What follows belongs to an exercise in optimizing a design on an open flow for small area, a short achievable clock period and few clock cycles per item; a production flow would make more cautious choices.
Function was checked by simulation only, so behaviour that the tests miss may differ from the original.
Power figures rest on the tool's default switching activity, not on a simulated workload.

==> inputs of v38 <==
Design byte_string_sorter, start of the top module:
module byte_string_sorter #(
    parameter int MAX_LEN = bss_pkg::MAX_LEN_DEFAULT
) (
    input  logic                       clk,
    input  logic                       rst_n,
    input  logic                       in_valid,
    output logic                       in_ready,
    input  logic [bss_pkg::CHAR_W-1:0] in_char,
    input  logic                       in_is_last,
    output logic                       out_valid,
    input  logic                       out_ready,
    output logic [bss_pkg::CHAR_W-1:0] out_char,
    output logic                       out_end_of_string,
    output logic                       out_overflow,
    input  logic                       cfg_we,
    input  logic                       cfg_wdata
);
    localparam int CW = $clog2(MAX_LEN + 1);
    localparam int NS = bss_pkg::MAX_STR;
    localparam int SW = $clog2(NS + 1);
    localparam int KW = bss_pkg::CHAR_W;
    logic desc_reg;
    always_ff @(posedge clk or negedge rst_n)
    begin
        if (!rst_n)
            desc_reg <= 1'b0;
        else if (cfg_we)
            desc_reg <= cfg_wdata;
    end
    logic ins_reg, drop_reg, pop_reg, rdy_reg;
    logic m_ins_reg, m_pop_reg, m_both_reg, m_none_reg;
    logic          bv_reg;
    logic [KW-1:0] b_reg;
    logic          bl_reg;
    logic [KW-1:0] key_in;
    logic          accept, consume;
    logic          bv_next, bl_next;
    assign in_ready = rdy_reg;
    assign key_in   = bss_pkg::bss_key(in_char);
    assign accept   = in_valid && rdy_reg;
    assign consume  = ins_reg || drop_reg;
    assign bv_next  = accept || (bv_reg && !consume);
    assign bl_next  = accept ? in_is_last : bl_reg;
    always_ff @(posedge clk)
    begin
        if (accept)
        begin
            b_reg  <= key_in;
            bl_reg <= in_is_last;
        end
    end
    logic [CW-1:0] cur_reg;
  ...
export LEC_CHECK = 0
export CAP_MARGIN = 20
export CORE_MARGIN = 2
export CORE_UTILIZATION = 60
export SETUP_SLACK_MARGIN = 1.8
export SLEW_MARGIN = 20
create_clock -name core_clock -period 4.2 [get_ports {clk}]
standard.sh (not shown) runs the stock make flow with config.mk's settings and CLKGATE_MAP_FILE= SYNTH_SCRIPT=/design/flow/synth_recipe.tcl, a recipe that flattens the netlist after the stock synthesis.
==> flow/flow/run.sh <==
#!/bin/bash
# Standard layout, with the port buffers made from buf_4 cells instead of
# the smallest buffer, so that the port paths are not held back by them.
# Each tool's output goes to its own log in this folder.
set -o pipefail
cp standard.sh standard_sh_copy.log
cp config.mk config_mk_copy.log
export BUFFER_PORTS_ARGS="-buffer_cell sky130_fd_sc_hd__buf_4"
bash standard.sh > standard.log 2>&1
==> inputs of v15, as changes to v38 <==
CTS_BUF_LIST = sky130_fd_sc_hd__clkbuf_8   (was not set)
CTS_CLUSTER_SIZE = 24   (was not set)
SETUP_SLACK_MARGIN = 1.7   (was 1.8)
==> inputs of v10, as changes to v38 <==
CTS_BUF_LIST = sky130_fd_sc_hd__clkbuf_4   (was not set)
CTS_CLUSTER_SIZE = 24   (was not set)
==> inputs of v36, as changes to v38 <==
CTS_BUF_LIST = sky130_fd_sc_hd__clkbuf_8   (was not set)
CTS_CLUSTER_SIZE = 24   (was not set)
==> qor_table.md <==
| Parameter | Reported |
|:---|:---|
| Outcome | timing/DRC/antenna clean |
| Number of iterations in the first detailed-routing pass | 14 |
| Root buffer cell | sky130_fd_sc_hd__clkbuf_4 |
| Htree depth | 4 |
| Leakage | 18.6 nW |
| Maximum VDD drop | 468 uV |
| Switch Pwr | 22.5 mW |
| Final routed wire length divided by cell count | 27.5 um |
| Total of clock buffers placed in the layout | 283 |
| Combinational share of power | 52.0% |
| Reg-to-Reg End | u_datapath.cmp_reg[1]$_DFF_P_ |
| Worst Reg2Reg Path Length in Cells | 12 |
That was v10.
==> qor_table.md <==
| Parameter | Reported |
|:---|:---|
| Reg-to-Reg End | u_datapath.cmp_reg[1]$_DFF_P_ |
| Number of iterations in the first detailed-routing pass | 12 |
| Leakage | 18.2 nW |
| Maximum VDD drop | 516 uV |
| Worst Reg2Reg Path Length in Cells | 8 |
| Outcome | timing/DRC/antenna clean |
| Combinational share of power | 51.3% |
| Final routed wire length divided by cell count | 27.8 um |
That was v15.
==> qor_table.md <==
| Parameter | Reported |
|:---|:---|
| Outcome | timing/DRC/antenna clean |
| Post-CTS clock slew at the launch and capture registers of the worst setup and hold paths | 70 ps |
| Maximum clock path buffer count | 3 |
| Htree depth | 3 |
| Root buffer cell | sky130_fd_sc_hd__clkbuf_8 |
| Switch Pwr | 22.4 mW |
| Worst Reg2Reg Path Length in Cells | 13 |
| Leakage | 18.5 nW |
| Number of iterations in the first detailed-routing pass | 11 |
| Reg-to-Reg End | u_datapath.cmp_reg[28]$_DFF_P_ |
| Final routed wire length divided by cell count | 28.1 um |
| Combinational share of power | 51.8% |
That was v36.
==> qor_table.md <==
| Parameter | Reported |
|:---|:---|
| Maximum VDD drop | 562 uV |
| Combinational share of power | 51.0% |
| Leakage | 18.7 nW |
| Largest stage delay on the critical path | 400 ps |
| Outcome | timing/DRC/antenna clean |
| Number of nets at the end of the flow | 4997 |
| Worst Reg2Reg Path Length in Cells | 12 |
| Final routed wire length divided by cell count | 29.1 um |
| Htree depth | 3 |
| Root buffer cell | sky130_fd_sc_hd__clkbuf_16 |
| Clock tree from TritonCTS | built |
| Compound-Gate Fraction of Synth Area | 40.9% |
| Taps Inserted | 950 |
| Total of clock buffers placed in the layout | 115 |
| Switch Pwr | 22.6 mW |
| Number of iterations in the first detailed-routing pass | 14 |
| Reg-to-Reg End | u_datapath.cmp_reg[12]$_DFF_P_ |
That was v38.
Testbench counts of v38, summed over its fixed seeds: cycles 13,872, bytes 12,838.
Testbench counts of v15, summed over its fixed seeds: cycles 13,872, bytes 12,838.
Testbench counts of v10, summed over its fixed seeds: cycles 13,872, bytes 12,838.
Testbench counts of v36, summed over its fixed seeds: cycles 13,872, bytes 12,838.

## port drivers added, routing unchanged
No port has a modelled driver above. Below, the same layouts with a new extraction and two added sets of constraints.
Step 1 (the two cells are an assumption about what drives the block):
set clk [get_ports {clk}]
set_driving_cell -lib_cell sky130_fd_sc_hd__clkbuf_16 $clk
set_driving_cell -lib_cell sky130_fd_sc_hd__buf_2 [delete_from_list [all_inputs] $clk]
Step 2 adds t to the input delays and takes it off the output delays; t is the mean of the earliest and latest rising clock arrival at the registers after step 1. Input paths then give back, and output paths get back, about the clock's delay inside the block.
a / b / c = ideal ports / drivers / drivers and shift; a / b = the first two.
| run | shift t [ns] | setup slack, ns | worst setup path at the end |
|---|---|---|---|
| v38 | 0.714 | 1.601 / 1.459 / 0.745 | input to register |
| v15 | 0.849 | 1.668 / 1.632 / 0.783 | input to register |
| v10 | 1.149 | 1.602 / 1.602 / 0.622 | input to register |
| v36 | 0.857 | 1.672 / 1.612 / 0.754 | input to register |
After both steps every run listed still meets setup and hold. The setup slack of v10, which loses most, moves by 0.000 ns with the drivers and by -0.980 ns with both steps.
